Context: an optimization exercise on an open-source flow, tuned for small area, a short achievable clock period and few clock cycles. The choices shown serve that exercise and are no tape-out recipe.
Only simulation tests tie the RTL to the original design; equivalence was not proved.

## flow/design.v (module list and top-level ports; edited modules follow where they fit)
// module lsq_ucode: 55 lines
// module lsq_div: 64 lines
// module lsq_mac: 3195 lines
// module lsq_sq12: 164 lines
// module lsq_mxy: 347 lines
// module lsq_mux: 579 lines
// module lsq_muu: 879 lines
// module lsq_add110: 942 lines
// module lsq_add55: 420 lines
// module lsq_add34: 242 lines
// module lsq_add44: 320 lines
// module lsq_dsub: 823 lines
// module lsq_add22: 142 lines
// module lsq_add33: 236 lines
// module least_squares_parabola_fit_unit: 368 lines
module least_squares_parabola_fit_unit (
  input  logic                              clk,
  input  logic                              rst_n,
  input  logic                              in_valid,
  output logic                              in_ready,
  input  logic signed [lsq_pkg::XW-1:0]     in_point_x,
  input  logic signed [lsq_pkg::XW-1:0]     in_point_y,
  input  logic                              in_last_point,
  output logic                              out_valid,
  input  logic                              out_ready,
  output logic signed [lsq_pkg::CoefW-1:0]  out_coef_a,
  output logic signed [lsq_pkg::CoefW-1:0]  out_coef_b,
  output logic signed [lsq_pkg::CoefW-1:0]  out_coef_c,
  output logic                              out_singular
);
  // ...
==> flow/flow/run.sh <==
#!/bin/bash
set -euo pipefail
bash standard.sh SETUP_SLACK_MARGIN=5.5 finish > layout.log 2>&1
==> flow/standard.sh <==
#!/bin/bash
# synth_recipe.tcl (not shown) runs the flow's synth.tcl, then flattens the netlist and writes it again
# the make line also repeats each setting of config.mk as NAME=value (left out here)
make -C /OpenROAD-flow-scripts/flow DESIGN_CONFIG=/design/flow/config.mk WORK_HOME=/design/flow/orfs CLKGATE_MAP_FILE= SYNTH_SCRIPT=/design/flow/synth_recipe.tcl "${@:-finish}"
==> flow/config.mk <==
export PLATFORM = sky130hd
export DESIGN_NAME = least_squares_parabola_fit_unit
export DESIGN_NICKNAME = least_squares_parabola_fit_unit
export VERILOG_FILES = /design/flow/design.v
export SDC_FILE = /design/flow/constraint.sdc
export NUM_CORES = 8
export LEC_CHECK = 0
export CAP_MARGIN = 20
export CORE_MARGIN = 2
export CORE_UTILIZATION = 45
export CTS_BUF_LIST = sky130_fd_sc_hd__clkbuf_8
export CTS_CLUSTER_SIZE = 20
export SLEW_MARGIN = 20
==> flow/constraint.sdc <==
create_clock -name core_clock -period 10.0 [get_ports {clk}]
set_input_delay 2.0000 -clock core_clock [delete_from_list [all_inputs] [get_ports {clk}]]
set_output_delay 2.0000 -clock core_clock [all_outputs]
set_load 0.01 [all_outputs]
==> impl_metrics.csv, run 1 <==
group,metric,value,unit
outcome,status,"complete, no violations",
logic_synthesis,synthDistinctLibCells,113,
worst_setup_path,crit_top_cell,"fa_1",
cells_and_area,instances_no_fill,24556,
logic_synthesis,synth_compound_area_share,12.86,%
worst_setup_path,cp-end-kind,"flip-flop",
route,wl_per_cell,26.93,µm
clock_tree,cts_max_path_buffers,4,
placed_design,gp_congestion,0.9163,
global_route,grt.busiest_layer,"met2",
logic_synthesis,synth_area_leaders,"edfxtp_1 (25%), fa_1 (18%), dfxtp_1 (12%)",
logic_synthesis,ys.flop_type,"edfxtp_1",
cells_and_area,final_common_cell,"inv_1",
placed_design,dpl_cell_area,204300,µm²
logic_synthesis,netlist_area,196900,µm²
cells_and_area,fillers,39025,
logic_synthesis,synth_top_area_cell,"edfxtp_1",
global_route,grt_max_degree,193,
route,highest_layer,"met5",
hold_path,min_to,"b_sxy[17]",
die,die_w,665.5,µm
cells_and_area,clkCellAreaFrac,4.583,%
route,vias,144036,
logic_synthesis,syn_avg_cell_area,10.70,µm²
logic_synthesis,syn_nets,21136,
timing,slew_headroom,15.79,%
cells_and_area,multi_input_area_share,51.97,%
route,wl,661.4,mm
worst_setup_path,crit_family,"adder cells",
hold_path,holdPathStages,0,
Testbench counts, summed over its fixed seeds: cycles 6,897.
==> run 2: changes to the inputs <==
--- a/flow/config.mk
+++ b/flow/config.mk
@@ -7,7 +7,7 @@
 export LEC_CHECK = 0
 export CAP_MARGIN = 20
 export CORE_MARGIN = 2
-export CORE_UTILIZATION = 45
+export CORE_UTILIZATION = 55
 export CTS_BUF_LIST = sky130_fd_sc_hd__clkbuf_8
 export CTS_CLUSTER_SIZE = 20
 export SLEW_MARGIN = 20
==> run 2 against run 1 <==
  * Still clean
  * Count of clock-buffer cells in the layout unchanged
  * Wire length up 3.4%
  * Worst setup slack worse by 0.031 ns
  * Via count about the same
  * Sequential cell count unchanged
  * Critical path depth down 1
  * First-iteration DRC count up 0.86%
  * Clock skew down 0.054 ns
  * Hold slack better by 0.046 ns
  * Critical endpoint is now acc_c[89]
  * Highest routed layer unchanged
==> impl_metrics.csv, run 2 <==
group,metric,value,unit
worst_setup_path,cp_slowest_cell,"fa_2",
worst_setup_path,crit_chain,"buf_16, buf_4, nor2_4, a22oi_2, xor2_2, fa_2, inv_2, fa_2, fa_1, inv_1, fa_2, fa_1, inv_1, fa_1",
global_route,grt_first_pass_wirelength,983.5,mm
logic_synthesis,async_flop_share,0,%
worst_setup_path,critPathMaxStageDelay,0.60,ns
clock_tree,cts_max_path_buffers,4,
global_route,grt_antenna_before_repair,46,
logic_synthesis,synth_top_area_share,25.33,%
worst_setup_path,worstReg2RegStart,"stall",
cells_and_area,fin_util,61.42,%
route,wl,684.0,mm
worst_setup_path,crit_fanout,6,
placed_design,gp_congestion,0.9428,
worst_setup_path,worstSetupPathType,"reg -> reg",
clock_tree,numCtsBuffers,484,
die,die_y,602.3,µm
timing,clock_skew,0.1131,ns
die,dieArea,362800,µm²
timing,slew_viol_final,0,
logic_synthesis,ys_seq_area_share,36.97,%
clock_tree,cts_tree,"done",
route,wl_met2,303.0,mm
timing,finalSetupTns,0,ns
hold_path,min_to,"e_mode[1]",
timing,rsz0062_at_grt,"yes",
cells_and_area,fillers,29871,
cells_and_area,final_nets,21165,
clock_tree,cts_hold_buffers,0,
worst_setup_path,rr_worst_depth,14,
die,die_w,602.3,µm
timing,setup_viol,0,
logic_synthesis,yosysMostFrequentCell,"inv_1",
logic_synthesis,synth_top_area_cell,"edfxtp_1",
worst_setup_path,cp-start-kind,"flip-flop",
cells_and_area,register_area,72940,µm²
worst_setup_path,cp-end-kind,"flip-flop",
hold_path,hp-class,"reg -> reg",
logic_synthesis,synth_area_leaders,"edfxtp_1 (25%), fa_1 (18%), dfxtp_1 (12%)",
logic_synthesis,netlist_area,196900,µm²
logic_synthesis,syn_nets,21136,
logic_synthesis,synthDistinctLibCells,113,
global_route,grt_max_degree,219,
die,core_area,356200,µm²
die,initial_core_util,55.27,%
hold_path,holdPathStages,0,
worst_setup_path,r2r_slack,5.41,ns
route,final_antenna_net_count,0,
timing,min_period_over_period,45.89,%
worst_setup_path,rr_endpoint,"acc_c[89]",
cells_and_area,reg.largest.list,"acc_c: 110 flops, acc_s: 110 flops, nreg: 110 flops",
route,met1_length,256.0,mm
logic_synthesis,ys.flop_type,"edfxtp_1",
route,initialDrtViolationCount,15760,
clock_tree,cts_max_level,5,
logic_synthesis,syn_inst,18397,
clock_tree,clk_pin_slew,0.07,ns
route,wl_per_cell,28.94,µm
clock_tree,root_buffer,"clkbuf_8",
worst_setup_path,required,11.10,ns
route,routed_via_density,6.096,
timing,finalCriticalPeriod,4.589,ns
logic_synthesis,ys.warnings.count,5,
logic_synthesis,ys_ff_latch,2806,
route,first_pass_iters,7,
run,maxCapViolCount,0,
route,drcViolationCount,0,
timing,hold_viol,0,
timing,holdWs,0.3691,ns
timing,fmax,217.9,MHz
logic_synthesis,syn_avg_cell_area,10.70,µm²
route,highest_layer,"met5",
cells_and_area,multi_input_area,114100,µm²
placed_design,port_buffers,127,
cells_and_area,syn_to_final_growth,11.12,%
clock_tree,clkSinkCount,2806,
route,vias,144088,
worst_setup_path,crit_family,"adder cells",
global_route,grt_util_all_layers,36.88,%
placed_design,dpl_cell_area,203300,µm²
outcome,status,"complete, no violations",
logic_synthesis,synth-edff-count,1661,
die,io_pins,128,
logic_synthesis,synthTopCellsByCount,"inv_1 (2010), fa_1 (1722), edfxtp_1 (1661)",
hold_path,hp-start,"mode_r[1]",
global_route,grt_overflow,0,
global_route,grt_pass1_vias,144011,
worst_setup_path,crit_buf_inv,5,
placed_design,hpwl,453.9,mm
route,met3WireLength,67.61,mm
die,core.rowCount,219,
cells_and_area,drive_above_1_share,9.495,%
cells_and_area,final_cell_mix,"inv_1 (2138), edfxtp_1 (1661), fa_1 (1658)",
timing,tightest_slew,1.286,ns
cells_and_area,final_common_cell,"inv_1",
timing,slew_headroom,13.98,%
clock_tree,clk_latency,1.24,ns
worst_setup_path,arrival,5.68,ns
cells_and_area,postLayoutCellArea,218800,µm²
[run 2: cell counts after synthesis]
No cell type changed its count.
[run 2: layer usage]
metal  track usage, %  up-vias
met1            46.27    71581
met4            24.62       28
met3            8.196     2127
met2            57.38     7659
li1                 -    62693
met5                0        -
[run 2: worst reg2reg max path, stage by stage, from the launching register on]
cell	delay (ns)
dfxtp_4	0.45
buf_16	0.17
buf_4	0.12
nor2_4	0.05
a22oi_2	0.43
xor2_2	0.24
fa_2	0.61
inv_2	0.04
fa_2	0.46
fa_1	0.49
inv_1	0.05
fa_2	0.34
fa_1	0.51
inv_1	0.05
fa_1	0.43
[run 2: repair_timing]
| action | 4_1_cts | 5_1_grt |
|---|---|---|
| buffers inserted | 95 | 70 |
| cloned | 15 | 46 |
| resized for setup | 231 | 385 |
| endpoints found under the setup margin | 538 | 400 |
| pin swaps | 46 | 154 |
[run 2: cell families (layout without fill, tap and decap cells)]
family                   count (synthesis)  after routing  share of synthesized area, %
flip-flops                            2806           2806                         36.97
other                                    0             34                             0
buffers and inverters                 3188           3635                         6.082
AND/OR/NAND/NOR                       3612           3621                         9.254
XOR/XNOR                              2373           2373                         10.56
multiplexers                            92             92                        0.4798
AO/OA/AOI/OAI                         3614           3614                         12.86
adder cells (fa/ha/maj)               2712           2712                         23.80
[run 2: cell type report]
cell class	count	area share, %
tap	4751	2.717
antenna	34	0.03889
timing repair buffer	703	3.625
clock buffer	546	3.435
clock inverter	367	1.187
multi-input combinational	12412	52.16
sequential	2806	33.34
inverter	2018	3.496
timing repair inverter	1	0.003431
[run 2: worst max-delay path by stage]
stage	start	to	slack, ns	depth (start not counted)
4_1_cts	stall	acc_c[89]	5.45	13
3_3_place_gp	u_div0.r[97]	u_div0.ovf	3.38	13
5_1_grt	stall	acc_c[28]	5.37	16
3_5_place_dp	u_div0.r[97]	u_div0.ovf	3.30	13
2_1_floorplan	p_run	b_n[0]	4.76	4
6_report	stall	acc_c[89]	5.41	14
[run 2: stage by stage]
step | instances | setup WS, ns
3_5_place_dp | 22464 | 3.296
5_1_grt | 23608 | 5.373
4_1_cts | 23487 | 5.449
2_1_floorplan | 18397 | 4.763
3_3_place_gp | 22464 | 3.378
6_report | 23638 | 5.411
==> run 3: changes to the inputs <==
--- a/flow/config.mk
+++ b/flow/config.mk
@@ -7,7 +7,7 @@
 export LEC_CHECK = 0
 export CAP_MARGIN = 20
 export CORE_MARGIN = 2
-export CORE_UTILIZATION = 55
-export CTS_BUF_LIST = sky130_fd_sc_hd__clkbuf_8
+export CORE_UTILIZATION = 45
+export CTS_BUF_LIST = sky130_fd_sc_hd__clkbuf_4 sky130_fd_sc_hd__clkbuf_8
 export CTS_CLUSTER_SIZE = 20
 export SLEW_MARGIN = 20
==> run 3 against run 2 <==
  * Still clean on timing, DRC and antenna
  * Design area up 0.18%
  * Register-to-register slack gained 0.03 ns
  * Hold slack got worse by 0.043 ns
  * Sequential cell count did not move
  * Clock skew rose by 0.072 ns
  * Core utilization is 11 points lower
  * Cell count up 3.8%
  * Sequential share of layout area decreased by 0.075 points
  * Critical path depth stayed put
  * Global-route usage decreased by 8.1 points
  * Critical path type unchanged
==> impl_metrics.csv, run 3 <==
group,metric,value,unit
route,met1_length,257.5,mm
timing,clock_skew,0.1848,ns
clock_tree,cts_hold_buffers,0,
clock_tree,clk_latency,1.25,ns
logic_synthesis,ys_ff_latch,2806,
placed_design,port_buffers,127,
logic_synthesis,synth-edff-count,1661,
timing,fmax,219.4,MHz
die,initial_core_util,45.25,%
die,core.rowCount,242,
route,wl,657.2,mm
timing,worst_slack,5.441,ns
logic_synthesis,synth_top_area_share,25.33,%
cells_and_area,drive_above_1_share,9.541,%
worst_setup_path,worstSetupPathType,"reg -> reg",
timing,finalSetupTns,0,ns
logic_synthesis,ys.flop_type,"edfxtp_1",
route,wl_per_cell,26.79,µm
placed_design,pre_cts_ws,4.104,ns
die,die_y,665.5,µm
clock_tree,numCtsBuffers,480,
logic_synthesis,async_flop_share,0,%
route,wl_met2,297.2,mm
route,routed_via_density,5.844,
die,die_w,665.5,µm
cells_and_area,postLayoutCellArea,219200,µm²
die,core_area,435100,µm²
die,dieArea,442800,µm²
logic_synthesis,ys_seq_area_share,36.97,%
clock_tree,cts_tree,"done",
worst_setup_path,arrival,5.68,ns
logic_synthesis,synth_area_leaders,"edfxtp_1 (25%), fa_1 (18%), dfxtp_1 (12%)",
global_route,grt_pass1_vias,145139,
logic_synthesis,syn_inst,18397,
clock_tree,cts_max_level,5,
logic_synthesis,syn_avg_cell_area,10.70,µm²
placed_design,hpwl,432.9,mm
logic_synthesis,synth_top_area_cell,"edfxtp_1",
cells_and_area,reg.largest.list,"acc_c: 110 flops, acc_s: 110 flops, nreg: 110 flops",
timing,setup_viol,0,
route,vias,143372,
cells_and_area,syn_to_final_growth,11.32,%
global_route,grt_max_degree,193,
cells_and_area,final_cell_mix,"inv_1 (1994), fa_1 (1684), edfxtp_1 (1661)",
clock_tree,root_buffer,"clkbuf_8",
worst_setup_path,rr_worst_depth,14,
timing,slew_headroom,15.23,%
route,initialDrtViolationCount,14760,
timing,tightest_slew,1.270,ns
logic_synthesis,yosysMostFrequentCell,"inv_1",
route,final_antenna_net_count,0,
worst_setup_path,cp-start-kind,"flip-flop",
die,io_pins,128,
worst_setup_path,cp-end-kind,"flip-flop",
worst_setup_path,required,11.12,ns
global_route,grt_overflow,0,
cells_and_area,final_nets,21094,
hold_path,hp-class,"reg -> reg",
route,met3WireLength,62.15,mm
timing,min_period_over_period,45.59,%
placed_design,gp_congestion,0.9163,
global_route,grt_first_pass_wirelength,957.2,mm
logic_synthesis,synthTopCellsByCount,"inv_1 (2010), fa_1 (1722), edfxtp_1 (1661)",
route,first_pass_iters,7,
clock_tree,cts_max_path_buffers,4,
global_route,grt_antenna_before_repair,26,
global_route,grt_util_all_layers,28.80,%
clock_tree,clkSinkCount,2806,
clock_tree,clk_pin_slew,0.06,ns
route,drcViolationCount,0,
timing,rsz0062_at_grt,"yes",
route,highest_layer,"met5",
placed_design,dpl_cell_area,204300,µm²
timing,slew_viol_final,0,
logic_synthesis,synthDistinctLibCells,113,
run,maxCapViolCount,0,
outcome,status,"complete, no violations",
hold_path,holdPathStages,0,
logic_synthesis,syn_nets,21136,
logic_synthesis,netlist_area,196900,µm²
timing,hold_viol,0,
logic_synthesis,ys.warnings.count,5,
timing,finalCriticalPeriod,4.559,ns
cells_and_area,final_common_cell,"inv_1",
worst_setup_path,crit_fanout,73,
## run 3: what timing repair did
item	4_1_cts	5_1_grt
pin swaps	27	98
setup endpoints to repair	484	322
gates cloned	14	30
buffers inserted	68	69
resized for setup	235	239
## run 3: cells by family after synthesis
family	after synthesis	synth area share [%]
compound gates	3614	12.86
simple gates	3612	9.254
buf+inv	3188	6.082
flops	2806	36.97
fa+ha+maj	2712	23.80
xor+xnor	2373	10.56
mux	92	0.4798
## run 3: layer usage
| layer | vias to the layer above | track usage, % |
|---|---|---|
| li1 | 62536 | - |
| met1 | 71460 | 36.80 |
| met2 | 7311 | 45.99 |
| met3 | 2053 | 6.400 |
| met4 | 12 | 14.55 |
| met5 | - | 0.05426 |
## run 3: critical path, cell delays in order (launching register included)
cell       delay [ns]
dfxtp_4          0.52
buf_8            0.17
buf_12           0.11
buf_4            0.14
buf_16           0.20
nor2b_4          0.08
clkbuf_16        0.26
a22o_1           0.33
fa_1             0.41
fa_1             0.56
inv_1            0.06
fa_1             0.43
fa_1             0.53
inv_1            0.06
fa_1             0.45
## run 3: worst paths after layout
path	startpoint	end	slack (ns)
worst max register to register	stall	acc_c[87]	5.44
worst min register to register	sxy_s[17]	b_sxy[17]	0.33
worst max-delay path	stall	acc_c[87]	5.44
worst min-delay path	sxy_s[17]	b_sxy[17]	0.33
## run 3: area by class of cell
cell class,instances,area [µm²]
Antenna cell,18,45.04
Sequential cell,2806,72900
Timing Repair inverter,1,11.26
Clock inverter,232,2046
Timing Repair Buffer,639,7061
Tap cell,5734,7174
Fill cell,39022,215900
Multi-Input combinational cell,12409,113800
Clock buffer,677,8498
Inverter,2018,7661
## run 3: stage by stage
stage | hold slack, ns | utilization (%) | std cells
6_report | 0.3260 | 50.37 | 24534
5_1_grt | 0.3262 | 50.36 | 24518
4_1_cts | 0.3194 | 49.85 | 24413
3_5_place_dp | 0.3954 | 46.95 | 23422
3_3_place_gp | 0.3949 | 46.95 | 23422
2_1_floorplan | 0.3855 | - | 18397
==> run 4: changes to the inputs <==
--- a/flow/config.mk
+++ b/flow/config.mk
@@ -8,6 +8,7 @@
 export CAP_MARGIN = 20
 export CORE_MARGIN = 2
 export CORE_UTILIZATION = 45
-export CTS_BUF_LIST = sky130_fd_sc_hd__clkbuf_4 sky130_fd_sc_hd__clkbuf_8
+export CTS_BUF_LIST = sky130_fd_sc_hd__clkbuf_16
+export CTS_CLUSTER_DIAMETER = 100
 export CTS_CLUSTER_SIZE = 20
 export SLEW_MARGIN = 20
==> run 4 against run 3 <==
  * Area after synthesis did not move
  * Die area unchanged
  * Synthesized cell count stayed put
  * Sequential cell count is the same
  * First-iteration DRC count rose by 4.0%
  * Register-to-register slack got worse by 0.04 ns
  * Fmax is 0.91% lower
  * Highest routed layer unchanged
==> impl_metrics.csv, run 4 <==
group,metric,value,unit
outcome,status,"complete, no violations",
cells_and_area,fillers,39154,
clock_tree,clkSinkCount,2806,
die,die_y,665.5,µm
logic_synthesis,synth_top_area_cell,"edfxtp_1",
die,die_w,665.5,µm
timing,holdWs,0.3900,ns
worst_setup_path,worstSetupPathType,"reg -> reg",
worst_setup_path,arrival,5.41,ns
logic_synthesis,async_flop_share,0,%
timing,rsz0062_at_grt,"yes",
timing,clock_skew,0.09355,ns
cells_and_area,syn_to_final_growth,9.469,%
cells_and_area,final_cell_mix,"inv_1 (2100), fa_1 (1690), edfxtp_1 (1661)",
clock_tree,numCtsBuffers,183,
clock_tree,clk_latency,0.99,ns
route,first_pass_iters,9,
logic_synthesis,synthTopCellsByCount,"inv_1 (2010), fa_1 (1722), edfxtp_1 (1661)",
worst_setup_path,cp-start-kind,"flip-flop",
logic_synthesis,ys_ff_latch,2806,
clock_tree,clk_pin_slew,0.09,ns
run,maxCapViolCount,0,
timing,setup_viol,0,
logic_synthesis,ys.warnings.count,5,
logic_synthesis,yosysMostFrequentCell,"inv_1",
hold_path,hp-class,"reg -> reg",
cells_and_area,reg.largest.list,"acc_c: 110 flops, acc_s: 110 flops, nreg: 110 flops",
timing,finalCriticalPeriod,4.601,ns
cells_and_area,final_nets,20849,
clock_tree,cts_hold_buffers,0,
logic_synthesis,ys.flop_type,"edfxtp_1",
logic_synthesis,ys_seq_area_share,36.97,%
global_route,grt_max_degree,193,
route,wl,664.0,mm
global_route,grt_antenna_before_repair,34,
global_route,grt_first_pass_wirelength,954.6,mm
placed_design,port_buffers,127,
die,dieArea,442800,µm²
timing,finalSetupTns,0,ns
global_route,grt_util_all_layers,28.80,%
worst_setup_path,crit_fanout,7,
timing,min_period_over_period,46.01,%
logic_synthesis,synth_top_area_share,25.33,%
die,initial_core_util,45.25,%
global_route,grt_pass1_vias,142724,
route,drcViolationCount,0,
die,core.rowCount,242,
logic_synthesis,netlist_area,196900,µm²
timing,slew_headroom,17.00,%
die,core_area,435100,µm²
placed_design,hpwl,432.9,mm
clock_tree,cts_tree,"done",
clock_tree,cts_max_level,4,
logic_synthesis,syn_nets,21136,
clock_tree,root_buffer,"clkbuf_16",
worst_setup_path,cp-end-kind,"flip-flop",
timing,tightest_slew,1.243,ns
worst_setup_path,required,10.81,ns
timing,hold_viol,0,
route,vias,142545,
placed_design,gp_congestion,0.9163,
logic_synthesis,synth-edff-count,1661,
route,initialDrtViolationCount,15349,
logic_synthesis,synth_area_leaders,"edfxtp_1 (25%), fa_1 (18%), dfxtp_1 (12%)",
logic_synthesis,synthDistinctLibCells,113,
route,final_antenna_net_count,0,
cells_and_area,multi_input_area,113900,µm²
cells_and_area,register_area,72910,µm²
timing,slew_viol_final,0,
logic_synthesis,syn_avg_cell_area,10.70,µm²
die,io_pins,128,
cells_and_area,drive_above_1_share,6.883,%
cells_and_area,final_common_cell,"inv_1",
route,wl_per_cell,27.66,µm
global_route,grt_overflow,0,
timing,fmax,217.4,MHz
logic_synthesis,syn_inst,18397,
clock_tree,cts_max_path_buffers,4,
route,routed_via_density,5.937,
-- run 4: cell counts after synthesis --
Identical to the previous run, type by type.
-- run 4: what timing repair did --
| item | 4_1_cts | 5_1_grt |
|---|---|---|
| pin swaps | 34 | 99 |
| endpoints found under the hold margin | 0 | 0 |
| cloned | 22 | 50 |
| buffers inserted | 75 | 86 |
| endpoints found under the setup margin | 484 | 325 |
| gates resized for setup | 243 | 283 |
-- run 4: cells by family after synthesis --
family          after synthesis  share of synthesized area, %
fa+ha+maj                  2712                         23.80
mux                          92                        0.4798
xor+xnor                   2373                         10.56
buf+inv                    3188                         6.082
simple gates               3612                         9.254
compound gates             3614                         12.86
flops                      2806                         36.97
-- run 4: critical path, stage by stage (launching register included) --
cell       delay [ns]
dfxtp_4          0.41
buf_12           0.16
buf_16           0.15
nor2b_4          0.17
buf_4            0.22
clkbuf_16        0.20
a22oi_1          0.10
xor2_1           0.17
ha_1             0.33
fa_1             0.52
fa_1             0.54
inv_1            0.06
fa_1             0.41
fa_1             0.52
inv_1            0.06
fa_1             0.44
-- run 4: layout make-up --
| type | count | share of cell area [%] |
|---|---|---|
| tap | 5734 | 3.329 |
| inverter | 2018 | 3.554 |
| clock buffer | 184 | 2.136 |
| multi-input combinational | 12408 | 52.82 |
| sequential | 2806 | 33.83 |
| clock inverter | 154 | 0.4691 |
| timing repair buffer | 693 | 3.850 |
| antenna | 11 | 0.01277 |
-- run 4: stage by stage --
| stage | setup WS [ns] | utilization [%] | cells | cell area, µm² |
|---|---|---|---|---|
| 3_3_place_gp | 4.154 | 46.95 | 23422 | 204300 |
| 6_report | 5.400 | 49.54 | 24008 | 215500 |
| 5_1_grt | 5.312 | 49.53 | 23998 | 215500 |
| 3_5_place_dp | 4.104 | 46.95 | 23422 | 204300 |
| 4_1_cts | 5.429 | 48.81 | 23857 | 212400 |
| 2_1_floorplan | 4.763 | - | 18397 | 197200 |
-- run 4: routing by layer --
metal  up-vias  routed length [µm]  GRT usage, %
met1     71269              257400         37.12
met3      2074               66360         6.142
met5         -                 184             0
li1      61789                   -             -
met2      7387              296900         45.84
met4        26               43230         14.55
-- run 4: worst paths after layout --
check	start	endpoint	slack (ns)	cells past startpoint
setup reg to reg	stall	acc_c[34]	5.40	15
hold reg to reg	sxy_s[17]	b_sxy[17]	0.39	0
hold / removal	sxy_s[17]	b_sxy[17]	0.39	0
setup / recovery	stall	acc_c[34]	5.40	15
==> run 5: changes to the inputs <==
--- a/flow/config.mk
+++ b/flow/config.mk
@@ -9,6 +9,6 @@
 export CORE_MARGIN = 2
 export CORE_UTILIZATION = 45
 export CTS_BUF_LIST = sky130_fd_sc_hd__clkbuf_16
-export CTS_CLUSTER_DIAMETER = 100
-export CTS_CLUSTER_SIZE = 20
+export CTS_CLUSTER_DIAMETER = 90
+export CTS_CLUSTER_SIZE = 24
 export SLEW_MARGIN = 20
==> run 5 against run 4 <==
  * Wire length grew 1.5%
  * Die area unchanged
  * First-iteration DRC count increased by 6.6%
  * Synthesized cell count unchanged
  * Critical path type unchanged
  * Highest routed layer unchanged
==> impl_metrics.csv, run 5 <==
group,metric,value,unit
logic_synthesis,synth_top_area_share,25.33,%
placed_design,hpwl,432.9,mm
clock_tree,numCtsBuffers,170,
worst_setup_path,worstSetupPathType,"reg -> reg",
worst_setup_path,required,10.91,ns
cells_and_area,final_nets,20893,
die,die_w,665.5,µm
run,maxCapViolCount,0,
route,initialDrtViolationCount,16358,
clock_tree,clkSinkCount,2806,
logic_synthesis,synthTopCellsByCount,"inv_1 (2010), fa_1 (1722), edfxtp_1 (1661)",
logic_synthesis,async_flop_share,0,%
timing,finalSetupTns,0,ns
placed_design,port_buffers,127,
timing,slew_headroom,18.49,%
cells_and_area,final_common_cell,"inv_1",
timing,fmax,218.3,MHz
die,core.rowCount,242,
clock_tree,cts_hold_buffers,0,
placed_design,gp_congestion,0.9163,
logic_synthesis,synth_top_area_cell,"edfxtp_1",
global_route,grt_util_all_layers,28.89,%
logic_synthesis,synth-edff-count,1661,
cells_and_area,drive_above_1_share,7.963,%
route,wl,673.8,mm
logic_synthesis,ys_seq_area_share,36.97,%
route,routed_via_density,5.955,
logic_synthesis,netlist_area,196900,µm²
cells_and_area,final_cell_mix,"inv_1 (2035), edfxtp_1 (1661), fa_1 (1612)",
route,final_antenna_net_count,0,
outcome,status,"complete, no violations",
clock_tree,root_buffer,"clkbuf_16",
worst_setup_path,r2r_slack,5.42,ns
cells_and_area,reg.largest.list,"acc_c: 110 flops, acc_s: 110 flops, nreg: 110 flops",
logic_synthesis,syn_avg_cell_area,10.70,µm²
clock_tree,clk_latency,0.97,ns
worst_setup_path,arrival,5.49,ns
logic_synthesis,ys.warnings.count,5,
route,drcViolationCount,0,
logic_synthesis,synthDistinctLibCells,113,
logic_synthesis,ys.flop_type,"edfxtp_1",
logic_synthesis,syn_nets,21136,
logic_synthesis,synth_area_leaders,"edfxtp_1 (25%), fa_1 (18%), dfxtp_1 (12%)",
global_route,grt_pass1_vias,142590,
timing,hold_viol,0,
logic_synthesis,yosysMostFrequentCell,"inv_1",
route,wl_per_cell,28.02,µm
clock_tree,clk_pin_slew,0.10,ns
die,die_y,665.5,µm
logic_synthesis,syn_inst,18397,
die,dieArea,442800,µm²
logic_synthesis,ys_ff_latch,2806,
die,io_pins,128,
clock_tree,cts_tree,"done",
global_route,grt_antenna_before_repair,36,
worst_setup_path,cp-start-kind,"flip-flop",
cells_and_area,fillers,38899,
global_route,grt_max_degree,193,
global_route,grt_overflow,0,
timing,rsz0062_at_grt,"yes",
worst_setup_path,cp-end-kind,"flip-flop",
die,core_area,435100,µm²
cells_and_area,syn_to_final_growth,10.27,%
clock_tree,cts_max_level,4,
timing,min_period_over_period,45.80,%
route,vias,143214,
die,initial_core_util,45.25,%
timing,setup_viol,0,
timing,slew_viol_final,0,
route,first_pass_iters,9,
timing,finalCriticalPeriod,4.580,ns
timing,tightest_slew,1.210,ns
hold_path,hp-class,"reg -> reg",
clock_tree,cts_max_path_buffers,4,
worst_setup_path,crit_fanout,6,
global_route,grt_first_pass_wirelength,956.4,mm
timing,clock_skew,0.08304,ns
run 5: path summary, 6_finish.rpt:
kind,startpoint,cells after the start,endpoint
hold reg to reg,sxy_s[17],0,b_sxy[17]
setup reg to reg,stall,16,acc_c[69]
setup / recovery,stall,16,acc_c[69]
hold / removal,sxy_s[17],0,b_sxy[17]
run 5: kinds of logic (layout without fill, tap and decap cells):
| group | count (synthesis) | in the layout | synth area share [%] |
|---|---|---|---|
| xor+xnor | 2373 | 2373 | 10.56 |
| flops | 2806 | 2806 | 36.97 |
| fa+ha+maj | 2712 | 2712 | 23.80 |
| mux | 92 | 92 | 0.4798 |
| compound gates | 3614 | 3614 | 12.86 |
| buf+inv | 3188 | 3082 | 6.082 |
| other cells | 0 | 19 | 0 |
| simple gates | 3612 | 3617 | 9.254 |
run 5: area by class of cell:
type	instances	area, µm²	share of cell area, %
diodes	19	47.55	0.02190
clock buffers	177	4429	2.040
clock inverters	137	1261	0.5809
inverters	2018	7651	3.524
multi-input cells	12408	114200	52.59
flip-flops and latches	2806	72910	33.58
well taps	5734	7174	3.305
repair buffers	750	9455	4.355
run 5: timing repair:
action	in CTS	in global routing
setup endpoints to repair	484	330
resized for setup	280	427
buffers inserted	77	118
pin swaps	42	297
cloned	27	68
run 5: per-stage QoR:
step	setup slack (ns)	cell area [µm²]	hold WS, ns	std cells	utilization, %
6_report	5.420	217100	0.3954	24049	49.90
5_1_grt	5.322	217100	0.4256	24031	49.89
4_1_cts	5.439	212800	0.4093	23840	48.90
3_5_place_dp	4.104	204300	0.3954	23422	46.95
3_3_place_gp	4.154	204300	0.3949	23422	46.95
2_1_floorplan	4.763	197200	0.3855	18397	-
run 5: layer usage:
metal / routed length [µm] / up-vias / global-route usage (%) / share of wire (%)
li1: - / 61913 / - / -
met1: 258600 / 71508 / 37.16 / 38
met2: 300200 / 7556 / 45.92 / 45
met3: 69140 / 2217 / 6.240 / 10
met4: 45640 / 20 / 14.71 / 6.8
met5: 194 / - / 0.04341 / 0.029
run 5: critical path, cell delays in order (launching register included):
cell,delay [ns]
dfxtp_4,0.37
buf_12,0.15
buf_12,0.15
nor2_4,0.16
buf_12,0.13
buf_12,0.15
buf_16,0.16
a22oi_2,0.09
xnor2_1,0.30
ha_1,0.31
fa_1,0.50
fa_2,0.55
inv_2,0.04
fa_2,0.34
fa_1,0.54
inv_2,0.06
fa_2,0.53
==> run 6: changes to the inputs <==
--- a/flow/config.mk
+++ b/flow/config.mk
@@ -9,6 +9,6 @@
 export CORE_MARGIN = 2
 export CORE_UTILIZATION = 45
 export CTS_BUF_LIST = sky130_fd_sc_hd__clkbuf_16
-export CTS_CLUSTER_DIAMETER = 90
-export CTS_CLUSTER_SIZE = 24
+export CTS_CLUSTER_DIAMETER = 110
+export CTS_CLUSTER_SIZE = 28
 export SLEW_MARGIN = 20
==> run 6 against run 5 <==
  * Cell count fell by 0.35%
  * Worst setup slack worse by 0.035 ns
  * Area after synthesis is the same
  * Die area unchanged
  * Largest cell class unchanged
==> impl_metrics.csv, run 6 <==
group,metric,value,unit
route,wl_per_cell,27.76,µm
cells_and_area,reg.largest.list,"acc_c: 110 flops, acc_s: 110 flops, nreg: 110 flops",
timing,clock_skew,0.09465,ns
timing,rsz0062_at_grt,"yes",
worst_setup_path,crit_top_cell,"fa_1",
worst_setup_path,required,10.80,ns
route,final_antenna_net_count,0,
die,io_pins,128,
logic_synthesis,syn_inst,18397,
worst_setup_path,crit_fanout,7,
cells_and_area,final_common_cell,"inv_1",
hold_path,hp-class,"reg -> reg",
die,dieArea,442800,µm²
cells_and_area,final_cell_mix,"inv_1 (2034), edfxtp_1 (1661), fa_1 (1610)",
logic_synthesis,netlist_area,196900,µm²
global_route,grt_max_degree,193,
route,drcViolationCount,0,
logic_synthesis,yosysMostFrequentCell,"inv_1",
global_route,gr-usage-met3,6.266,%
cells_and_area,final_nets,20833,
die,initial_core_util,45.25,%
timing,slew_viol_final,0,
cells_and_area,drive_above_1_share,7.634,%
outcome,status,"complete, no violations",
clock_tree,clkSinkCount,2806,
timing,min_period_over_period,46.16,%
global_route,grt_first_pass_wirelength,953.4,mm
die,core.rowCount,242,
cells_and_area,postLayoutCellArea,215600,µm²
logic_synthesis,ys_seq_area_share,36.97,%
placed_design,hpwl,432.9,mm
placed_design,placedCellCount,23422,
worst_setup_path,arrival,5.42,ns
die,die_w,665.5,µm
clock_tree,cts_hold_buffers,0,
logic_synthesis,synthDistinctLibCells,113,
die,die_y,665.5,µm
clock_tree,numCtsBuffers,144,
timing,hold_viol,0,
timing,fmax,216.7,MHz
cells_and_area,syn_to_final_growth,9.518,%
worst_setup_path,critPathMaxStageDelay,0.53,ns
logic_synthesis,synthTopCellsByCount,"inv_1 (2010), fa_1 (1722), edfxtp_1 (1661)",
logic_synthesis,synth_top_area_share,25.33,%
route,initialDrtViolationCount,16369,
worst_setup_path,crit_chain,"buf_8, buf_16, nor2b_4, buf_6, clkbuf_16, buf_4, a22oi_1, xor2_1, ha_1, fa_1, fa_1, inv_1, fa_2, fa_1, inv_1, fa_1",
worst_setup_path,cp-start-kind,"flip-flop",
logic_synthesis,ys.flop_type,"edfxtp_1",
timing,finalCriticalPeriod,4.616,ns
die,core_area,435100,µm²
timing,finalSetupTns,0,ns
cells_and_area,instances_no_fill,23965,
clock_tree,clk_pin_slew,0.11,ns
route,wl,665.3,mm
logic_synthesis,synth_area_leaders,"edfxtp_1 (25%), fa_1 (18%), dfxtp_1 (12%)",
global_route,grt_antenna_before_repair,44,
logic_synthesis,syn_avg_cell_area,10.70,µm²
clock_tree,root_buffer,"clkbuf_16",
placed_design,gp_congestion,0.9163,
worst_setup_path,r2r_slack,5.38,ns
timing,tightest_slew,1.244,ns
worst_setup_path,cp_slowest_cell,"fa_1",
timing,setup_viol,0,
global_route,grt_util_all_layers,28.78,%
worst_setup_path,worstSetupPathType,"reg -> reg",
timing,slew_headroom,16.94,%
placed_design,dpl_cell_area,204300,µm²
clock_tree,cts_max_path_buffers,4,
worst_setup_path,cp-end-kind,"flip-flop",
clock_tree,clk_latency,0.96,ns
run,maxCapViolCount,0,
logic_synthesis,async_flop_share,0,%
cells_and_area,fillers,39053,
logic_synthesis,syn_nets,21136,
logic_synthesis,synth_top_area_cell,"edfxtp_1",
global_route,grt_overflow,0,
global_route,grt_use_met2,45.74,%
clock_tree,cts_tree,"done",
logic_synthesis,ys_ff_latch,2806,
route,vias,142466,
global_route,grt_pass1_vias,142259,
route,routed_via_density,5.945,
placed_design,port_buffers,127,
logic_synthesis,ys.warnings.count,5,
global_route,grt.busiest_layer,"met2",
logic_synthesis,synth-edff-count,1661,
route,first_pass_iters,7,
global_route,grt_use_met1,37.13,%
clock_tree,cts_max_level,4,
[run 6: cell counts after synthesis]
Identical to the previous run, type by type.
[run 6: worst max-delay path: cells and delay by family, from the launching register on]
| kind | cells | cell delay [ns] |
|---|---|---|
| compound gates | 1 | 0.08 |
| buf+inv | 7 | 0.92 |
| fa+ha+maj | 6 | 2.69 |
| flops | 1 | 0.39 |
| simple gates | 1 | 0.19 |
| xor+xnor | 1 | 0.17 |
[run 6: metal layers]
layer,vias to the layer above,part of all wire (%)
met5,-,0.039
met4,22,6.6
met1,71236,39
li1,61764,-
met2,7317,45
met3,2127,9.7
[run 6: worst paths after layout]
check	startpoint	endpoint	cells past startpoint
min reg2reg	sxy_s[17]	b_sxy[17]	0
max	stall	acc_c[33]	16
max reg2reg	stall	acc_c[33]	16
min	sxy_s[17]	b_sxy[17]	0
[run 6: final cells by class]
| type | count | area (µm²) | share of cell area [%] |
|---|---|---|---|
| clock inverter | 112 | 949.7 | 0.4404 |
| clock buffer | 149 | 3729 | 1.729 |
| timing repair buffer | 716 | 8906 | 4.130 |
| inverter | 2018 | 7659 | 3.552 |
| sequential | 2806 | 72910 | 33.81 |
| tap | 5734 | 7174 | 3.327 |
| antenna | 22 | 55.05 | 0.02553 |
| multi-input combinational | 12408 | 114300 | 52.98 |
[run 6: stage by stage]
stage / utilization, % / hold slack [ns] / setup WS (ns)
2_1_floorplan: - / 0.3855 / 4.763
3_3_place_gp: 46.95 / 0.3949 / 4.154
3_5_place_dp: 46.95 / 0.3954 / 4.104
4_1_cts: 48.60 / 0.4104 / 5.435
5_1_grt: 49.55 / 0.4233 / 5.323
6_report: 49.56 / 0.4102 / 5.384
[run 6: logic make-up after synthesis]
family          share of synthesized area (%)
xor+xnor                                10.56
buf+inv                                 6.082
fa+ha+maj                               23.80
mux                                    0.4798
flops                                   36.97
compound gates                          12.86
simple gates                            9.254
[run 6: repair_timing]
item	in CTS	in global routing
pin swaps	35	354
resized for setup	252	444
setup buffers	75	98
setup endpoints to repair	489	339
gates cloned	23	60
==> run 7: changes to the inputs <==
--- a/flow/config.mk
+++ b/flow/config.mk
@@ -10,5 +10,5 @@
 export CORE_UTILIZATION = 45
 export CTS_BUF_LIST = sky130_fd_sc_hd__clkbuf_16
 export CTS_CLUSTER_DIAMETER = 110
-export CTS_CLUSTER_SIZE = 28
+export CTS_CLUSTER_SIZE = 26
 export SLEW_MARGIN = 20
==> run 7 against run 6 <==
  * Synthesized cell count unchanged
  * Cell count decreased by 0.18%
  * Global-route usage increased by 0.10 points
  * Count of clock-buffer cells in the layout increased by 4
  * Fmax increased by 2.8%
  * First-iteration DRC count decreased by 4.4%
==> impl_metrics.csv, run 7 <==
group,metric,value,unit
logic_synthesis,syn_avg_cell_area,10.70,µm²
die,io_pins,128,
timing,fmax,222.6,MHz
worst_setup_path,critPathMaxStageDelay,0.54,ns
global_route,grt_util_all_layers,28.88,%
cells_and_area,syn_to_final_growth,9.096,%
worst_setup_path,cp-end-kind,"flip-flop",
logic_synthesis,synth_top_area_share,25.33,%
placed_design,port_buffers,127,
logic_synthesis,synth-edff-count,1661,
die,initial_core_util,45.25,%
timing,rsz0062_at_grt,"yes",
cells_and_area,final_common_cell,"inv_1",
die,die_w,665.5,µm
clock_tree,clk_pin_slew,0.10,ns
clock_tree,cts_hold_buffers,0,
timing,hold_viol,0,
cells_and_area,final_nets,20790,
placed_design,dpl_cell_area,204300,µm²
route,initialDrtViolationCount,15655,
logic_synthesis,ys.flop_type,"edfxtp_1",
route,vias,141673,
hold_path,hp-class,"reg -> reg",
worst_setup_path,cp-start-kind,"flip-flop",
worst_setup_path,cp_slowest_cell,"fa_2",
logic_synthesis,yosysMostFrequentCell,"inv_1",
timing,setup_viol,0,
logic_synthesis,netlist_area,196900,µm²
global_route,grt_max_degree,193,
route,wl_per_cell,27.44,µm
worst_setup_path,crit_chain,"buf_12, buf_12, nor2_4, buf_12, buf_12, buf_16, buf_6, a22oi_2, xnor2_1, ha_2, fa_2, fa_2, inv_2, fa_2, fa_1, inv_2, fa_2",
die,die_y,665.5,µm
clock_tree,clkSinkCount,2806,
route,drcViolationCount,0,
timing,finalCriticalPeriod,4.492,ns
clock_tree,cts_max_path_buffers,4,
clock_tree,root_buffer,"clkbuf_16",
outcome,status,"complete, no violations",
cells_and_area,drive_above_1_share,7.413,%
hold_path,holdPathStages,0,
global_route,grt_antenna_before_repair,26,
die,core_area,435100,µm²
timing,clock_skew,0.04317,ns
logic_synthesis,syn_nets,21136,
die,core.rowCount,242,
timing,slew_headroom,13.73,%
global_route,grt_first_pass_wirelength,956.0,mm
cells_and_area,final_cell_mix,"inv_1 (2032), edfxtp_1 (1661), fa_1 (1606)",
run,maxCapViolCount,0,
placed_design,gp_congestion,0.9163,
clock_tree,numCtsBuffers,150,
route,routed_via_density,5.922,
logic_synthesis,ys_seq_area_share,36.97,%
die,dieArea,442800,µm²
cells_and_area,postLayoutCellArea,214800,µm²
worst_setup_path,arrival,5.38,ns
logic_synthesis,ys_ff_latch,2806,
hold_path,min_to,"b_sx2y[7]",
logic_synthesis,async_flop_share,0,%
timing,slew_viol_final,0,
worst_setup_path,rr_worst_depth,17,
clock_tree,clk_latency,0.96,ns
worst_setup_path,required,10.89,ns
logic_synthesis,synthTopCellsByCount,"inv_1 (2010), fa_1 (1722), edfxtp_1 (1661)",
route,first_pass_iters,9,
worst_setup_path,r2r_slack,5.51,ns
logic_synthesis,syn_inst,18397,
placed_design,hpwl,432.9,mm
worst_setup_path,crit_fanout,7,
hold_path,hp-start,"sx2y_s[7]",
worst_setup_path,worstSetupPathType,"reg -> reg",
timing,tightest_slew,1.281,ns
timing,finalSetupTns,0,ns
logic_synthesis,synth_area_leaders,"edfxtp_1 (25%), fa_1 (18%), dfxtp_1 (12%)",
clock_tree,cts_max_level,4,
logic_synthesis,synthDistinctLibCells,113,
global_route,grt_pass1_vias,142376,
worst_setup_path,rr_endpoint,"acc_c[52]",
logic_synthesis,synth_top_area_cell,"edfxtp_1",
worst_setup_path,worstReg2RegStart,"stall",
route,final_antenna_net_count,0,
cells_and_area,reg.largest.list,"acc_c: 110 flops, acc_s: 110 flops, nreg: 110 flops",
logic_synthesis,ys.warnings.count,5,
route,wl,656.4,mm
global_route,grt_overflow,0,
clock_tree,cts_tree,"done",
timing,min_period_over_period,44.92,%
-- run 7: changes by cell type in the layout (fill, tap and decap cells not counted), moves of 7 or more --
cell,change
a22oi_1,+7
a22oi_2,-7
buf_12,-19
buf_16,+8
buf_6,-12
clkbuf_16,-17
inv_2,+10
-- run 7: worst max-delay path, delay by kind of cell (launching register included) --
kind / cells / cell delay (ns)
compound gates: 1 / 0.05
simple gates: 1 / 0.16
xor+xnor: 1 / 0.23
buf+inv: 8 / 0.90
fa+ha+maj: 6 / 2.68
flops: 1 / 0.38
-- run 7: worst max path at each step --
stage | from | end | slack (ns)
3_3_place_gp | u_div0.r[97] | u_div0.q[0] | 4.15
3_5_place_dp | u_div0.r[97] | u_div0.q[0] | 4.10
5_1_grt | stall | acc_c[30] | 5.39
4_1_cts | stall | acc_c[44] | 5.44
6_report | stall | acc_c[52] | 5.51
2_1_floorplan | p_run | b_n[0] | 4.76
-- run 7: cell families (layout without fill, tap and decap cells) --
group | Yosys count | count (layout) | share of synthesized area, %
AO/OA/AOI/OAI | 3614 | 3614 | 12.86
AND/OR/NAND/NOR | 3612 | 3615 | 9.254
buffers and inverters | 3188 | 2958 | 6.082
flip-flops | 2806 | 2806 | 36.97
adder cells (fa/ha/maj) | 2712 | 2712 | 23.80
XOR/XNOR | 2373 | 2373 | 10.56
multiplexers | 92 | 92 | 0.4798
other | 0 | 19 | 0
-- run 7: layer usage --
layer / vias to the layer above / GRT usage (%) / routed length, µm
met1: 71127 / 37.25 / 257800
li1: 61637 / - / -
met5: - / 0.06511 / 109
met4: 12 / 14.52 / 40940
met3: 1950 / 6.408 / 61380
met2: 6947 / 45.76 / 296200
-- run 7: cell type report --
| class | count | area (µm²) |
|---|---|---|
| fill | 39212 | 220300 |
| multi-input combinational | 12406 | 114200 |
| sequential | 2806 | 72900 |
| timing repair buffer | 668 | 8059 |
| inverter | 2018 | 7654 |
| tap | 5734 | 7174 |
| clock buffer | 153 | 3829 |
| clock inverter | 118 | 953.4 |
| antenna | 19 | 47.55 |
| timing repair inverter | 1 | 8.758 |
-- run 7: repair_timing --
action | in CTS | in global routing
gates resized for setup | 295 | 384
gates cloned | 32 | 28
buffers inserted | 74 | 73
pin swaps | 60 | 369
endpoints found under the setup margin | 489 | 322
-- run 7: stage by stage --
step / hold WS (ns) / setup WS (ns) / util [%] / std cells
2_1_floorplan: 0.3855 / 4.763 / - / 18397
3_3_place_gp: 0.3949 / 4.154 / 46.95 / 23422
3_5_place_dp: 0.3954 / 4.104 / 46.95 / 23422
4_1_cts: 0.4224 / 5.436 / 48.73 / 23799
5_1_grt: 0.4313 / 5.387 / 49.36 / 23905
6_report: 0.4194 / 5.508 / 49.37 / 23923
==> run 8: changes to the inputs <==
==> flow/flow/run.sh (replaced) <==
#!/bin/bash
set -euo pipefail
bash standard.sh SETUP_SLACK_MARGIN=5.6 finish > layout.log 2>&1
==> run 8 against run 7 <==
  * Still clean on timing, DRC and antenna
  * First-iteration DRC count is 0.17% higher
  * Fmax is 0.13% lower
  * Synthesized cell count stayed put
  * Critical endpoint is now acc_c[39]
  * Core utilization is 0.055 points lower
==> impl_metrics.csv, run 8 <==
group,metric,value,unit
logic_synthesis,async_flop_share,0,%
clock_tree,numCtsBuffers,145,
logic_synthesis,netlist_area,196900,µm²
clock_tree,cts_max_path_buffers,4,
run,maxCapViolCount,0,
timing,finalSetupTns,0,ns
logic_synthesis,synthDistinctLibCells,113,
worst_setup_path,required,10.80,ns
clock_tree,cts_max_level,4,
route,wl_per_cell,27.45,µm
logic_synthesis,ys.flop_type,"edfxtp_1",
placed_design,dpl_cell_area,204500,µm²
cells_and_area,final_nets,20818,
logic_synthesis,synth_top_area_share,25.33,%
timing,min_period_over_period,44.97,%
logic_synthesis,ys_ff_latch,2806,
logic_synthesis,ys.warnings.count,5,
route,initialDrtViolationCount,15682,
hold_path,hp-class,"reg -> reg",
placed_design,port_buffers,127,
logic_synthesis,yosysMostFrequentCell,"inv_1",
hold_path,min_to,"b_sy[14]",
die,core.rowCount,242,
timing,slew_viol_final,0,
worst_setup_path,worstSetupPathType,"reg -> reg",
global_route,grt_antenna_before_repair,32,
route,final_antenna_net_count,0,
worst_setup_path,r2r_slack,5.50,ns
clock_tree,root_buffer,"clkbuf_16",
logic_synthesis,synth_area_leaders,"edfxtp_1 (25%), fa_1 (18%), dfxtp_1 (12%)",
logic_synthesis,syn_nets,21136,
logic_synthesis,synth-edff-count,1661,
cells_and_area,drive_above_1_share,6.963,%
global_route,grt_util_all_layers,28.62,%
placed_design,hpwl,432.5,mm
clock_tree,cts_tree,"done",
route,drcViolationCount,0,
worst_setup_path,worstReg2RegStart,"stall",
timing,clock_skew,0.08751,ns
hold_path,hp-start,"sy_s[14]",
logic_synthesis,syn_inst,18397,
cells_and_area,postLayoutCellArea,214600,µm²
global_route,grt_pass1_vias,140930,
route,vias,141972,
cells_and_area,final_common_cell,"inv_1",
cells_and_area,reg.largest.list,"acc_c: 110 flops, acc_s: 110 flops, nreg: 110 flops",
worst_setup_path,rr_endpoint,"acc_c[39]",
global_route,grt_overflow,0,
clock_tree,clk_pin_slew,0.10,ns
timing,tightest_slew,1.210,ns
logic_synthesis,synth_top_area_cell,"edfxtp_1",
logic_synthesis,ys_seq_area_share,36.97,%
die,initial_core_util,45.25,%
timing,fmax,222.4,MHz
die,die_y,665.5,µm
outcome,status,"complete, no violations",
timing,finalCriticalPeriod,4.497,ns
cells_and_area,syn_to_final_growth,8.973,%
die,core_area,435100,µm²
worst_setup_path,rr_worst_depth,14,
clock_tree,cts_hold_buffers,0,
timing,rsz0062_at_grt,"yes",
global_route,grt_max_degree,168,
timing,setup_viol,0,
logic_synthesis,syn_avg_cell_area,10.70,µm²
clock_tree,clkSinkCount,2806,
die,dieArea,442800,µm²
die,io_pins,128,
timing,hold_viol,0,
die,die_w,665.5,µm
worst_setup_path,cp-end-kind,"flip-flop",
worst_setup_path,crit_fanout,45,
route,routed_via_density,5.927,
logic_synthesis,synthTopCellsByCount,"inv_1 (2010), fa_1 (1722), edfxtp_1 (1661)",
global_route,grt_first_pass_wirelength,947.9,mm
cells_and_area,final_cell_mix,"inv_1 (2071), fa_1 (1689), edfxtp_1 (1661)",
hold_path,holdPathStages,0,
clock_tree,clk_latency,0.95,ns
route,wl,657.6,mm
worst_setup_path,cp-start-kind,"flip-flop",
route,first_pass_iters,9,
worst_setup_path,arrival,5.30,ns
placed_design,gp_congestion,0.9063,
timing,slew_headroom,19.20,%
-- run 8: worst max-delay path, stage by stage (launching register included) --
cell,delay (ns)
dfxtp_4,0.54
buf_4,0.26
buf_16,0.21
buf_4,0.15
nor2b_4,0.04
buf_16,0.22
xor2_1,0.26
fa_1,0.55
inv_1,0.06
fa_1,0.47
inv_1,0.05
fa_1,0.42
fa_1,0.51
inv_1,0.05
fa_1,0.44
-- run 8: stage by stage --
step,setup slack [ns],cells,hold WS [ns],utilization [%]
finish,5.503,23952,0.4129,49.31
global route,5.433,23932,0.4067,49.30
CTS,5.515,23803,0.4132,48.66
detailed placement,3.954,23449,0.3896,47.01
global placement,4.005,23449,0.3896,47.01
floorplan,4.763,18397,0.3855,-
-- run 8: repair_timing --
action                     CTS  global route
pin swaps                   46            85
gates cloned                22            40
gates resized for setup    322           243
setup endpoints to repair  503           350
hold endpoints to repair     0             0
buffers inserted            68            87
-- run 8: worst max path at each step --
stage	from	endpoint	slack, ns	cells past startpoint
floorplan	p_run	b_n[0]	4.76	4
global placement	u_div2.r[97]	u_div2.q[0]	4.01	15
detailed placement	u_div2.r[97]	u_div2.q[0]	3.95	15
CTS	stall	acc_c[85]	5.52	12
global route	stall	acc_c[49]	5.43	14
finish	stall	acc_c[39]	5.50	14
-- run 8: kinds of logic after synthesis --
family / Yosys count / share of synthesized area, %
xor gates and xnor gates: 2373 / 10.56
AOI/OAI and AO/OA: 3614 / 12.86
adders and majority gates: 2712 / 23.80
buffers and inverters: 3188 / 6.082
and+or+nand+nor: 3612 / 9.254
DFF: 2806 / 36.97
muxes: 92 / 0.4798
-- run 8: layout make-up --
cell class | instances | area [µm²]
inverter | 2018 | 7650
clock buffer | 149 | 3729
timing repair buffer | 697 | 7998
antenna | 22 | 55.05
sequential | 2806 | 72910
multi-input combinational | 12411 | 114200
fill | 39219 | 220600
tap | 5734 | 7174
clock inverter | 115 | 803.3
-- run 8: layer usage --
layer	vias to the layer above	track usage [%]	part of all wire, %
li1	61703	-	-
met1	71224	37.43	39
met2	7088	45.18	45
met3	1921	5.950	9.8
met4	36	14.12	6.2
met5	-	0.2062	0.053

==> afterwards: timing with drivers on the ports <==
How much do the figures lean on ideal ports? The routed layouts below were timed once more, with nothing changed but the port constraints. Step 1, drivers: a clkbuf_16 drives clk and a buf_2 each remaining input, both assumed. Step 2 also shifts input and output timing later by t, the mid clock arrival at the registers, as if the neighbouring blocks saw the same clock. Slacks: no drivers / after step 1 / after step 2; pairs: no drivers / after step 1.
run	t, ns	setup WS [ns]	slew at the worst register clock pin (ns)	worst data-port slew with drivers (ns)
run 1	1.252	5.442 / 5.442 / 5.442	0.08 / 0.08	0.10
run 2	1.307	5.411 / 5.411 / 5.411	0.07 / 0.07	0.19
run 3	1.265	5.441 / 5.441 / 5.441	0.08 / 0.08	0.11
run 4	1.057	5.400 / 5.400 / 5.400	0.10 / 0.10	0.11
run 5	1.042	5.420 / 5.420 / 5.420	0.11 / 0.11	0.11
run 6	1.046	5.384 / 5.384 / 5.384	0.12 / 0.12	0.10
run 7	1.046	5.508 / 5.508 / 5.476	0.12 / 0.12	0.11
run 8	1.026	5.503 / 5.503 / 5.102	0.12 / 0.12	0.08
After both steps setup and hold are still met in every run listed. The setup slack of run 8, which loses most, moves by 0.000 ns with the drivers and by -0.401 ns with both steps.
